Background: an optimization exercise with open tools, aiming at small area. Do not read the settings as production practice. In this exercise RTL edits were held to simulation tests only and were not proved equivalent to the original. Power figures rest on the tool's default switching activity, not on a simulated workload.

== the baseline ==
==> flow/design.v <==
package mw_writeback_pkg;
    localparam logic [1:0]  M2SEL_ALU    = 2'b00;
    localparam logic [1:0]  M2SEL_DM     = 2'b01;
    localparam logic [1:0]  M2SEL_PC8    = 2'b10;
    localparam logic [31:0] PC_RESET_VAL = 32'h0000_3000;
    localparam logic [31:0] NOP          = 32'h0;
endpackage
module wb_inc8 (
    input  logic [31:0] i_a,
    output logic [31:0] o_y
);
    logic [28:0] w_t;        
    logic [7:0]  w_g;        
    logic [7:0]  w_gc;       
    logic [28:0] w_c;        
    assign w_t = i_a[31:3];
    always_comb begin
        for (int j = 0; j < 8; j++) begin
            w_g[j] = (j == 7) ? w_t[28] : &w_t[4*j +: 4];
        end
        w_gc[0] = 1'b1;
        w_gc[1] = w_g[0];
        w_gc[2] = &w_g[1:0];
        w_gc[3] = &w_g[2:0];
        w_gc[4] = &w_g[3:0];
        w_gc[5] = (&w_g[3:0]) & w_g[4];
        w_gc[6] = (&w_g[3:0]) & (&w_g[5:4]);
        w_gc[7] = (&w_g[3:0]) & (&w_g[6:4]);
        for (int i = 0; i < 29; i++) begin
            case (i % 4)
                0: w_c[i] = w_gc[i/4];
                1: w_c[i] = w_gc[i/4] & w_t[i-1];
                2: w_c[i] = w_gc[i/4] & (&w_t[i-2 +: 2]);
                default: w_c[i] = w_gc[i/4] & (&w_t[i-3 +: 3]);
            endcase
        end
        o_y[31:3] = w_t ^ w_c;
        o_y[2:0]  = i_a[2:0];
    end
endmodule
module grf_dec (
    input  logic        i_reset,
    input  logic        i_we,
    input  logic [4:0]  i_waddr,
    input  logic [4:0]  i_ra1,
    input  logic [4:0]  i_ra2,
    output logic [31:1] o_wen,
    output logic [31:0] o_sel1,
    output logic [31:0] o_sel2
);
    logic [3:0]  w_wlo, w_r1lo, w_r2lo;
    logic [7:0]  w_whi, w_r1hi, w_r2hi;
    logic [31:1] w_wr;       
    always_comb begin
        for (int j = 0; j < 4; j++) begin
            w_wlo[j]  = i_we && (i_waddr[1:0] == 2'(j));
            w_r1lo[j] = (i_ra1[1:0] == 2'(j));
            w_r2lo[j] = (i_ra2[1:0] == 2'(j));
        end
        for (int i = 0; i < 8; i++) begin
            w_whi[i]  = (i_waddr[4:2] == 3'(i));
            w_r1hi[i] = (i_ra1[4:2] == 3'(i));
            w_r2hi[i] = (i_ra2[4:2] == 3'(i));
        end
        for (int k = 1; k < 32; k++) begin
            w_wr[k]   = w_wlo[k % 4] && w_whi[k / 4];
            o_wen[k]  = i_reset || w_wr[k];
            o_sel1[k] = w_r1lo[k % 4] && w_r1hi[k / 4] && !w_wr[k];
            o_sel2[k] = w_r2lo[k % 4] && w_r2hi[k / 4] && !w_wr[k];
        end
        o_sel1[0] = i_we && (i_ra1 == i_waddr) && (i_ra1 != 5'd0);
        o_sel2[0] = i_we && (i_ra2 == i_waddr) && (i_ra2 != 5'd0);
    end
endmodule
module grf_aoi222 (
    input  logic i_a0, i_b0, i_a1, i_b1, i_a2, i_b2,
    output logic o_y
);
    assign o_y = !((i_a0 & i_b0) | (i_a1 & i_b1) | (i_a2 & i_b2));
endmodule
module grf_nand2 (
    input  logic i_a, i_b,
    output logic o_y
);
    assign o_y = !(i_a & i_b);
endmodule
module grf_nand12 (
    input  logic [11:0] i_x,
    output logic        o_y
);
    assign o_y = !(&i_x);
endmodule
module grf_rdport (
    input  logic [1023:0] i_data,    
    input  logic [31:0]   i_sel,     
    output logic [31:0]   o_rd
);
    for (genvar b = 0; b < 32; b++) begin : g_bit
        logic [11:0] w_t;
        for (genvar g = 0; g < 10; g++) begin : g_grp
            grf_aoi222 u_aoi (
                .i_a0(i_data[32*(3*g)   + b]), .i_b0(i_sel[3*g]),
                .i_a1(i_data[32*(3*g+1) + b]), .i_b1(i_sel[3*g+1]),
                .i_a2(i_data[32*(3*g+2) + b]), .i_b2(i_sel[3*g+2]),
                .o_y(w_t[g])
            );
        end
        grf_nand2 u_n30 (.i_a(i_data[32*30 + b]), .i_b(i_sel[30]), .o_y(w_t[10]));
        grf_nand2 u_n31 (.i_a(i_data[32*31 + b]), .i_b(i_sel[31]), .o_y(w_t[11]));
        grf_nand12 u_or (.i_x(w_t), .o_y(o_rd[b]));
    end
endmodule
module mw_writeback #(
    parameter logic [31:0] PC_RESET = mw_writeback_pkg::PC_RESET_VAL
) (
    input  logic        clk,
    input  logic        reset,
    input  logic [31:0] instr_m,
    input  logic [31:0] pc_m,
    input  logic [31:0] alu_m,
    input  logic [31:0] dmrd_m,
    output logic [31:0] instr_w,
    output logic [31:0] pc_w,
    input  logic [4:0]  w_rfdst,
    input  logic        rfwr,
    input  logic [1:0]  m2sel,
    output logic [31:0] wd_w,
    input  logic [4:0]  ra1,
    input  logic [4:0]  ra2,
    output logic [31:0] rd1,
    output logic [31:0] rd2
);
    logic [31:0] r_instr;
    logic [31:0] r_pc;
    logic [31:0] r_alu;
    logic [31:0] r_dmrd;
    logic        r_rst;
    logic [31:0] r_regs [1:31];    
    logic [31:0] w_wd;
    logic [31:0] w_pc8;
    logic        w_sel_alu, w_sel_dm, w_sel_pc8;
    always_ff @(posedge clk) begin
        r_rst  <= reset;
        r_alu  <= alu_m;
        r_dmrd <= dmrd_m;
        if (reset) begin
            r_instr <= mw_writeback_pkg::NOP;
            r_pc    <= PC_RESET;
        end else begin
            r_instr <= instr_m;
            r_pc    <= pc_m;
        end
    end
    wb_inc8 u_inc8 (.i_a(r_pc), .o_y(w_pc8));
    assign w_sel_alu = (m2sel == mw_writeback_pkg::M2SEL_ALU) && !r_rst;
    assign w_sel_dm  = (m2sel == mw_writeback_pkg::M2SEL_DM)  && !r_rst;
    assign w_sel_pc8 = (m2sel == mw_writeback_pkg::M2SEL_PC8);
    logic [31:0] w_wd_n;
    for (genvar b = 0; b < 32; b++) begin : g_wd
        grf_aoi222 u_wd (
            .i_a0(r_alu[b]),  .i_b0(w_sel_alu),
            .i_a1(r_dmrd[b]), .i_b1(w_sel_dm),
            .i_a2(w_pc8[b]),  .i_b2(w_sel_pc8),
            .o_y(w_wd_n[b])
        );
    end
    assign w_wd = ~w_wd_n;
    assign instr_w = r_instr;
    assign pc_w    = r_pc;
    assign wd_w    = w_wd;
    logic [31:1] w_wen;       
    logic [31:0] w_sel1;      
    logic [31:0] w_sel2;
    logic [31:0] w_wdata_r;   
    logic [1023:0] w_rdata;   
    assign w_wdata_r = w_wd & {32{!reset}};
    grf_dec u_dec (
        .i_reset (reset),
        .i_we    (rfwr),
        .i_waddr (w_rfdst),
        .i_ra1   (ra1),
        .i_ra2   (ra2),
        .o_wen   (w_wen),
        .o_sel1  (w_sel1),
        .o_sel2  (w_sel2)
    );
    always_ff @(posedge clk) begin
        for (int k = 1; k < 32; k++) begin
            if (w_wen[k]) r_regs[k] <= w_wdata_r;
        end
    end
    always_comb begin
        w_rdata[31:0] = w_wd;
        for (int k = 1; k < 32; k++) w_rdata[32*k +: 32] = r_regs[k];
    end
    grf_rdport u_rd1 (.i_data(w_rdata), .i_sel(w_sel1), .o_rd(rd1));
    grf_rdport u_rd2 (.i_data(w_rdata), .i_sel(w_sel2), .o_rd(rd2));
endmodule
Settings: LEC_CHECK=0, CAP_MARGIN=10, CELL_PAD_IN_SITES_DETAIL_PLACEMENT=1, CELL_PAD_IN_SITES_GLOBAL_PLACEMENT=1, CORE_MARGIN=2, CORE_UTILIZATION=40, PLACE_DENSITY=0.6, SETUP_SLACK_MARGIN=0.1, SLEW_MARGIN=10, SYNTH_HIERARCHICAL=1, BUFFER_PORTS_ARGS=-buffer_cell sky130_fd_sc_hd__buf_1, CTS_ARGS=-sink_clustering_enable -repair_clock_nets -dont_use_dummy_load -buf_list sky130_fd_sc_hd__clkbuf_8 -sink_clustering_size 18 -sink_clustering_max_diameter 70, FASTROUTE_TCL=/design/flow/flow/fastroute.tcl; clock period 6.5 ns.
standard.sh (not shown) runs the stock make flow with config.mk's settings and CLKGATE_MAP_FILE= SYNTH_SCRIPT=/design/flow/synth_recipe.tcl, a recipe that flattens the netlist after the stock synthesis.
==> flow/flow/run.sh <==
#!/bin/bash
set -euo pipefail
HERE=$(pwd)
cp config.mk config.base.mk
cat >> config.mk <<EOT
export BUFFER_PORTS_ARGS = -buffer_cell sky130_fd_sc_hd__buf_1
export CTS_ARGS = -sink_clustering_enable -repair_clock_nets -dont_use_dummy_load -buf_list sky130_fd_sc_hd__clkbuf_8 -sink_clustering_size 18 -sink_clustering_max_diameter 70
export FASTROUTE_TCL = $HERE/flow/fastroute.tcl
EOT
bash standard.sh > standard.log 2>&1
==> flow/flow/fastroute.tcl <==
# Global routing layers: as the platform's fastroute.tcl, but with less of met1
# and met2 offered to the global router, so fewer wires crowd the pin layers.
set_global_routing_layer_adjustment met1 0.45
set_global_routing_layer_adjustment met2 0.3
set_global_routing_layer_adjustment met3 0.2
set_global_routing_layer_adjustment met4 0.2
set_global_routing_layer_adjustment met5 0.2

set_routing_layers -clock $::env(MIN_CLK_ROUTING_LAYER)-$::env(MAX_ROUTING_LAYER)
set_routing_layers -signal $::env(MIN_ROUTING_LAYER)-$::env(MAX_ROUTING_LAYER)
Here is what was changed in the inputs of the candidate compared with the baseline.
Settings: a change of CTS_ARGS from -sink_clustering_enable -repair_clock_nets -dont_use_dummy_load -buf_list sky130_fd_sc_hd__clkbuf_8 -sink_clustering_size 18 -sink_clustering_max_diameter 70 to -sink_clustering_enable -repair_clock_nets -dont_use_dummy_load -buf_list sky130_fd_sc_hd__clkbuf_8 -sink_clustering_size 16 -sink_clustering_max_diameter 60.
==> flow/flow/run.sh <==
#!/bin/bash
set -euo pipefail
HERE=$(pwd)
cp config.mk config.base.mk
cat >> config.mk <<EOT
export BUFFER_PORTS_ARGS = -buffer_cell sky130_fd_sc_hd__buf_1
export CTS_ARGS = -sink_clustering_enable -repair_clock_nets -dont_use_dummy_load -buf_list sky130_fd_sc_hd__clkbuf_8 -sink_clustering_size 16 -sink_clustering_max_diameter 60
export FASTROUTE_TCL = $HERE/flow/fastroute.tcl
EOT
bash standard.sh > standard.log 2>&1
Notes after the runs:
- Taking the baseline as the reference point, the total of clock buffers placed in the layout of the candidate rises by 22.
- NOTE: sequential share of layout area in the candidate falls short of that of the baseline
- Status: insertion delay of the later-clocked pin in the worst-skew pair parity (the baseline, the candidate)
- Changes observed in the candidate relative to the baseline: utilization of the core after routing up 0.27 points, die height saw little to no change, setup slack +0.041 ns.
- Reported for the baseline and the candidate, final global-route overflow total turned out identical to the last digit.
- The final reports for the candidate and the baseline show peak clock frequency supported by timing higher in the former.
- The candidate: combinational power share 0.2 points below the baseline

========
Setup of red:
Another version of the RTL of mw_writeback (not shown whole).
For scale: about 2500 cells after synthesis, roughly 1100 flip-flops, about 310 I/O pins, ~0.044 mm2 of cells after synthesis.
Settings: LEC_CHECK=0, CAP_MARGIN=20, CORE_MARGIN=2, CORE_UTILIZATION=40, PLACE_DENSITY=0.6, SETUP_SLACK_MARGIN=0.2, SLEW_MARGIN=20, SYNTH_HIERARCHICAL=1, BUFFER_PORTS_ARGS=-buffer_cell sky130_fd_sc_hd__buf_1, CTS_ARGS=-sink_clustering_enable -repair_clock_nets -dont_use_dummy_load -buf_list sky130_fd_sc_hd__clkbuf_8, RECOVER_POWER=100; clock period 6.5 ns.
==> flow/flow/run.sh <==
#!/bin/bash
set -euo pipefail
cp config.mk config.base.mk
cat >> config.mk <<'EOT'
export BUFFER_PORTS_ARGS = -buffer_cell sky130_fd_sc_hd__buf_1
export CTS_ARGS = -sink_clustering_enable -repair_clock_nets -dont_use_dummy_load -buf_list sky130_fd_sc_hd__clkbuf_8
export RECOVER_POWER = 100
EOT
bash standard.sh > standard.log 2>&1
Status red: flow complete, layout not clean - max-capacitance violations, max-slew violations
Changes in blue relative to red:
- CTS_ARGS no longer set, was -sink_clustering_enable -repair_clock_nets -dont_use_dummy_load -buf_list sky130_fd_sc_hd__clkbuf_8
- BUFFER_PORTS_ARGS no longer set, was -buffer_cell sky130_fd_sc_hd__buf_1
- RECOVER_POWER no longer set, was 100
- CTS_BUF_LIST now sky130_fd_sc_hd__clkbuf_8, previously not set
==> flow/run.sh (new file) <==
#!/bin/bash
# synth_recipe.tcl (not shown) runs the flow's synth.tcl, then flattens the netlist and writes it again
# the make line also repeats each setting of config.mk as NAME=value (left out here)
make -C /OpenROAD-flow-scripts/flow DESIGN_CONFIG=/design/flow/config.mk WORK_HOME=/design/flow/orfs CLKGATE_MAP_FILE= SYNTH_SCRIPT=/design/flow/synth_recipe.tcl finish
removed: flow/flow/run.sh
removed: flow/standard.sh
--- outcome ---
- The final reports for blue and red show largest fanout on the critical path lower in the former.
- Worst-skew pair later-pin latency in blue is 0.03 ns above red.
- In blue the core utilization turned out 4.6 points higher than in red.
- The clock-buffer cell count in blue was higher than what red gave.
- Of blue and red, red shows the higher detailed-router iteration count before antenna repair, with blue below it.
- Of blue and red, the run reporting the lower filler-free cell count of the finished design was red.
- blue has completed all stages; timing, DRC and antenna checks passed.

========
mw_writeback, a different RTL version from the one above (not shown whole).
Size in the first run: ~2500 cells after synthesis, ~1100 flip-flops, about 310 I/O pins, ~0.044 mm^2 of cells after synthesis.
Design mw_writeback, start of the top module:
module mw_writeback #(
    parameter logic [31:0] PC_RESET = mw_writeback_pkg::PC_RESET_VAL
) (
    input  logic        clk,
    input  logic        reset,
    input  logic [31:0] instr_m,
    input  logic [31:0] pc_m,
    input  logic [31:0] alu_m,
    input  logic [31:0] dmrd_m,
    output logic [31:0] instr_w,
    output logic [31:0] pc_w,
    input  logic [4:0]  w_rfdst,
    input  logic        rfwr,
    input  logic [1:0]  m2sel,
    output logic [31:0] wd_w,
    input  logic [4:0]  ra1,
    input  logic [4:0]  ra2,
    output logic [31:0] rd1,
    output logic [31:0] rd2
);
    logic [31:0] r_instr;
    logic [31:0] r_pc;
    logic [31:0] r_alu;
    logic [31:0] r_dmrd;
    logic        r_rst;
    logic [31:0] r_regs [1:31];    
    logic [31:0] w_wd;
    logic [31:0] w_pc8;
    logic        w_sel_alu, w_sel_dm, w_sel_pc8;
    always_ff @(posedge clk) begin
        r_rst  <= reset;
        r_alu  <= alu_m;
        r_dmrd <= dmrd_m;
        if (reset) begin
            r_instr <= mw_writeback_pkg::NOP;
            r_pc    <= PC_RESET;
        end else begin
            r_instr <= instr_m;
            r_pc    <= pc_m;
        end
    end
    wb_inc8 u_inc8 (.i_a(r_pc), .o_y(w_pc8));
    assign w_sel_alu = (m2sel == mw_writeback_pkg::M2SEL_ALU) && !r_rst;
    assign w_sel_dm  = (m2sel == mw_writeback_pkg::M2SEL_DM)  && !r_rst;
    assign w_sel_pc8 = (m2sel == mw_writeback_pkg::M2SEL_PC8);
    logic [31:0] w_wd_n;
    for (genvar b = 0; b < 32; b++) begin : g_wd
        grf_aoi222 u_wd (
            .i_a0(r_alu[b]),  .i_b0(w_sel_alu),
            .i_a1(r_dmrd[b]), .i_b1(w_sel_dm),
            .i_a2(w_pc8[b]),  .i_b2(w_sel_pc8),
            .o_y(w_wd_n[b])
        );
    end
    assign w_wd = ~w_wd_n;
    assign instr_w = r_instr;
    assign pc_w    = r_pc;
    assign wd_w    = w_wd;
    logic [31:1] w_wen;       
    logic [31:0] w_sel1;      
    logic [31:0] w_sel2;
    logic [31:0] w_wdata_r;   
    logic [1023:0] w_rdata;   
    assign w_wdata_r = w_wd & {32{!reset}};
    grf_dec u_dec (
        .i_reset (reset),
        .i_we    (rfwr),
        .i_waddr (w_rfdst),
        .i_ra1   (ra1),
  ...
==> flow/config.mk <==
export PLATFORM = sky130hd
export DESIGN_NAME = mw_writeback
export DESIGN_NICKNAME = mw_writeback
export VERILOG_FILES = /design/flow/design.v
export SDC_FILE = /design/flow/constraint.sdc
export NUM_CORES = 4
export LEC_CHECK = 0
export CAP_MARGIN = 20
export CELL_PAD_IN_SITES_DETAIL_PLACEMENT = 1
export CELL_PAD_IN_SITES_GLOBAL_PLACEMENT = 1
export CORE_MARGIN = 2
export CORE_UTILIZATION = 40
export PLACE_DENSITY = 0.6
export SETUP_SLACK_MARGIN = 0.2
export SLEW_MARGIN = 20
export SYNTH_HIERARCHICAL = 1
export BUFFER_PORTS_ARGS = -buffer_cell sky130_fd_sc_hd__buf_1
export CTS_ARGS = -sink_clustering_enable -repair_clock_nets -dont_use_dummy_load -buf_list sky130_fd_sc_hd__clkbuf_8 -sink_clustering_size 16 -sink_clustering_max_diameter 60
export FASTROUTE_TCL = /design/flow/flow/fastroute.tcl
==> flow/constraint.sdc <==
create_clock -name core_clock -period 6.5 [get_ports {clk}]
set_input_delay 1.3000 -clock core_clock [delete_from_list [all_inputs] [get_ports {clk}]]
set_output_delay 1.3000 -clock core_clock [all_outputs]
set_load 0.01 [all_outputs]
==> flow/flow/run.sh <==
#!/bin/bash
set -euo pipefail
HERE=$(pwd)
cp config.mk config.base.mk
cat >> config.mk <<EOT
export BUFFER_PORTS_ARGS = -buffer_cell sky130_fd_sc_hd__buf_1
export CTS_ARGS = -sink_clustering_enable -repair_clock_nets -dont_use_dummy_load -buf_list sky130_fd_sc_hd__clkbuf_8 -sink_clustering_size 16 -sink_clustering_max_diameter 60
export FASTROUTE_TCL = $HERE/flow/fastroute.tcl
EOT
bash standard.sh > standard.log 2>&1
Scripts as last shown in full above: flow/flow/fastroute.tcl
Then changed:
--- a/flow/config.mk
+++ b/flow/config.mk
@@ -7,3 +7,3 @@
 export LEC_CHECK = 0
-export CAP_MARGIN = 20
+export CAP_MARGIN = 10
 export CELL_PAD_IN_SITES_DETAIL_PLACEMENT = 1
@@ -13,4 +13,4 @@
 export PLACE_DENSITY = 0.6
-export SETUP_SLACK_MARGIN = 0.2
-export SLEW_MARGIN = 20
+export SETUP_SLACK_MARGIN = 0.1
+export SLEW_MARGIN = 10
 export SYNTH_HIERARCHICAL = 1
Non-clock buffer count is lower by 10.
Synthesized cell count is unchanged.
Routed wire length is lower slightly.
Flip-flop and latch count is unchanged.
Clock skew hardly moves.
Core utilization is lower by 0.21 points.
Die area is unchanged.
Combinational power is about the same.
Power is lower slightly.

static timing again, ports no longer ideal:
The flow's constraints put no driver on any port. The routed layouts listed below were extracted and timed again, unchanged, in two steps. Step 1: set_driving_cell puts a clkbuf_16 on clk and a buf_2 on each other input, an assumption about the parent block. Step 2 adds t to the input delays and takes it off the output delays; t is the mean of the earliest and latest rising clock arrival at the registers after step 1. Input paths then give back, and output paths get back, about the clock's delay inside the block. Slacks: ideal ports / drivers / drivers and shift; pairs: ideal ports / drivers.
run	t, ns	setup slack, ns	worst slew at a driven data input, ns
the baseline	0.808	0.358 / 0.290 / 0.740	0.07
the candidate	0.819	0.400 / 0.333 / 0.580	0.07
red	0.883	0.097 / 0.027 / 0.027	0.13
blue	0.925	0.155 / 0.135 / 0.135	0.11
the first run of note 3	0.826	0.405 / 0.336 / 0.757	0.07
the second run of note 3	0.826	0.376 / 0.309 / 0.744	0.08
The setup slack of red, which loses most, moves by -0.070 ns with the drivers and by -0.070 ns with both steps.
